From an optimization exercise on the open Yosys and OpenROAD flow, aimed at small area; shortcuts taken in it are not production practice.
The RTL was checked by simulation tests, not by an equivalence proof against the original design.
Power figures rest on the tool's default switching activity, not on a simulated workload.

## lane 1
## compass_calibrate_and_heading
module compass_calibrate_and_heading (
    input  logic        i_clk,
    input  logic        i_rst_n,
    input  logic        i_cfg_wen,
    input  logic        i_cfg_idx,
    input  logic [14:0] i_cfg_wdata,
    input  logic        s_axis_tvalid,
    output logic        s_axis_tready,
    input  logic [31:0] s_axis_tdata,
    input  logic [1:0]  s_axis_tuser,
    output logic        m_axis_tvalid,
    input  logic        m_axis_tready,
    output logic [23:0] m_axis_tdata
);
clock: 12.0 ns
lec_check: 0
abc_area: 1
cap_margin: 20
core_margin: 2
core_utilization: 70
slew_margin: 20
standard.sh (not shown) runs the stock make flow with config.mk's settings and CLKGATE_MAP_FILE= SYNTH_SCRIPT=/design/flow/synth_recipe.tcl, a recipe that flattens the netlist after the stock synthesis.
==> flow/flow/run.sh <==
#!/bin/bash
# The standard layout (standard.sh) with three changes:
#  - synthesis is the standard flow's own synthesis script, unchanged, except that Yosys's
#    abc step maps the logic with flow/abc_amap.script (ABC's area mapper
#    amap) instead of ORFS's abc_area.script; registers are mapped before abc,
#    so they are the standard synthesis's registers
#  - port buffers use the smallest buffer, sky130_fd_sc_hd__buf_1, instead of
#    ORFS's default pick; every input and output port still gets one
#  - clock tree synthesis uses sky130_fd_sc_hd__clkbuf_8, clusters up to 14
#    sinks within 80 um per leaf buffer and inserts no dummy loads
# make's full output goes to standard_flow.log here; each tool also keeps its
# own logs under orfs/logs.
set -euo pipefail
here=$(pwd)
export BUFFER_PORTS_ARGS="-buffer_cell sky130_fd_sc_hd__buf_1"
export CTS_ARGS="-sink_clustering_enable -repair_clock_nets -sink_clustering_size 14 -sink_clustering_max_diameter 80 -buf_list sky130_fd_sc_hd__clkbuf_8 -dont_use_dummy_load"
export MY_ABC_SCRIPT="$here/flow/abc_amap.script"
orig=$(grep -o 'SYNTH_SCRIPT=[^ ]*' standard.sh | head -1 | cut -d= -f2-)
cat > my_synth.tcl <<EOT
proc abc {args} {
  set i [lsearch -exact \$args -script]
  if {\$i >= 0} { set args [lreplace \$args [expr {\$i + 1}] [expr {\$i + 1}] \$::env(MY_ABC_SCRIPT)] }
  yosys abc {*}\$args
}
source $orig
EOT
sed "s|SYNTH_SCRIPT=[^ ]*|SYNTH_SCRIPT=$here/my_synth.tcl|" standard.sh > my_standard.sh
bash my_standard.sh > standard_flow.log 2>&1
==> flow/flow/abc_amap.script <==
strash
dch -f
amap
topo
stime -c
buffer -c
upsize -c
dnsize -c
Lane 1: flow completed, timing, DRC and antenna clean
The inputs of lane 2 differ from those of lane 1 as listed below.
--- a/flow/design.v
+++ b/flow/design.v
@@ -31,13 +31,12 @@
     input  logic [31:0] s_axis_tdata,
     input  logic [1:0]  s_axis_tuser,
     output logic        m_axis_tvalid,
     input  logic        m_axis_tready,
     output logic [23:0] m_axis_tdata
 );
-    localparam logic [2:0] S_INIT = 3'd0;
     localparam logic [2:0] S_IDLE = 3'd1;
     localparam logic [2:0] S_WID  = 3'd2;
     localparam logic [2:0] S_HX   = 3'd3;
     localparam logic [2:0] S_XF   = 3'd4;
     localparam logic [2:0] S_HY   = 3'd5;
     localparam logic [2:0] S_COR  = 3'd6;
@@ -75,13 +74,12 @@
     wire st_h    = st_hx | st_hy;
     wire first    = (r_j == 7'd0);
     wire j_last45 = (r_j == 7'd44);
     wire j_last54 = (r_j == 7'd53);
     wire j_last81 = (r_j == 7'd80);
     wire j_last29 = (r_j == 7'd28);
-    wire j_last17 = (r_j == 7'd16);
     wire h_div    = (r_j <= 7'd26);
     logic [6:0] j_inc;
     logic [3:0] i_inc;
     logic       j_co, i_co;
     cah_rca #(.W(7)) u_jinc (
         .i_a(r_j), .i_b(7'd0), .i_c(1'b1), .o_s(j_inc), .o_c(j_co));
@@ -158,22 +156,21 @@
             if (i_cfg_idx) r_off  <= i_cfg_wdata;
             else           r_decl <= i_cfg_wdata;
         end
     end
     always_ff @(posedge i_clk) begin
         if (!i_rst_n) begin
-            r_st   <= S_INIT;
+            r_st   <= S_IDLE;
             r_j    <= '0;
             r_i    <= '0;
             r_mval <= 1'b0;
         end else begin
             r_j <= j_inc;
             if (done) r_mval <= 1'b1;
             else if (m_axis_tready) r_mval <= 1'b0;
             case (r_st)
-                S_INIT: if (j_last17) r_st <= S_IDLE;
                 S_IDLE: begin
                     r_j <= '0;
                     if (in_v & k_sample & r_calib) r_st <= S_WID;
                     if (go_head) r_st <= S_HX;
                 end
                 S_WID: r_st <= S_IDLE;
@@ -191,13 +188,14 @@
     end
     logic nb_next;
     always_comb begin
         nb_next = !st_h;
         if (st_h && r_j >= 7'd11 && r_j <= 7'd25) nb_next = span[5'(7'd26 - r_j)];
     end
-    wire [16:0] rsh    = {r_y[43:28], r_nb};
+    wire        fz     = h_div & first;
+    wire [16:0] rsh    = {fz ? 16'd0 : r_y[43:28], r_nb};
     wire        g      = r_y[0];
     wire [16:0] addend = g ? r_z[17:1] : 17'd0;
     wire [17:0] add_a  = h_div ? {1'b0, rsh} : r_y[44:27];
     wire [17:0] add_b  = h_div ? ~{2'b0, span} : {addend[16], addend};
     logic [17:0] msum;
     logic        m_co;
@@ -251,13 +249,13 @@
     always_ff @(posedge i_clk) begin
         if (st_h & h_div) begin
             r_y <= {1'b0, rem_n, 1'b0, r_y[25:0], q};
         end else if (st_h) begin
             r_y <= {msum[17], msum, r_y[26:1]};
         end else begin
-            r_y <= {(st_cor & (r_i != 4'd15)) ? yn : 1'b0, r_y[44:1]};
+            r_y <= {st_xf ? r_y[0] : yn, r_y[44:1]};
         end
         r_x <= {(st_xf & (r_j <= 7'd44)) ? xload : ((st_xf | st_hy) ? r_x[0] : xn), r_x[44:1]};
         if (st_cor & (r_j < 7'd28)) begin
             r_z <= {zn, r_z[27:1]};
         end else if (st_h & h_div) begin
             r_z <= {db_, r_z[27:1]};
## What came out
Lane 2: done, clean on timing, DRC and antenna. Compared with lane 1, in lane 2 first-pass GRT wire length now sits at about the same level, die extent in x now sits higher. Compared to lane 1, lane 2 has met1 global-route usage 0.83 points lower. | netlist area before placement | lane 2 vs lane 1 | worse |. Lane 2 and lane 1 ended up with nearly the same clock-buffer cell count. [compare] base=lane 1 new=lane 2: DRC marker count from the first detailed-route iteration went up by 15%, data-path buffer share of cell area in the final layout shows a reduction of 0.26 points, part of the total power dissipated in the clock network lower, share of flip-flops with an asynchronous set or reset after synthesis neither gained nor lost much, worst setup slack went down. Lane 2 vs lane 1 — cell area climbed slightly. Re power: lane 2 and lane 1 aren't equal, and the higher value belongs to lane 2. Between lane 2 and lane 1, via count of the first global-routing pass is higher for lane 1, lane 2 comes in under that.

==> what the ideal ports hide <==
The results above use ideal ports. As a check the final layouts listed here were re-extracted and re-timed, cells and wires unchanged. Step 1, drivers: a clkbuf_16 drives i_clk and a buf_2 each remaining input, both assumed. Step 2 adds t to the input delays and takes it off the output delays; t is the mean of the earliest and latest rising clock arrival at the registers after step 1. Input paths then give back, and output paths get back, about the clock's delay inside the block. Slacks: ideal ports / drivers / drivers and shift; pairs: ideal ports / drivers.
run | t, ns | setup slack, ns | worst setup path at the end | cell pins on the clock port's net
lane 1 | 0.569 | 0.814 / 0.833 / 0.264 | input to register | 1
lane 2 | 0.565 | 0.755 / 0.772 / 0.207 | input to register | 1
After both steps every run listed still meets setup and hold. The setup slack of lane 1, which loses most, moves by +0.019 ns with the drivers and by -0.550 ns with both steps.
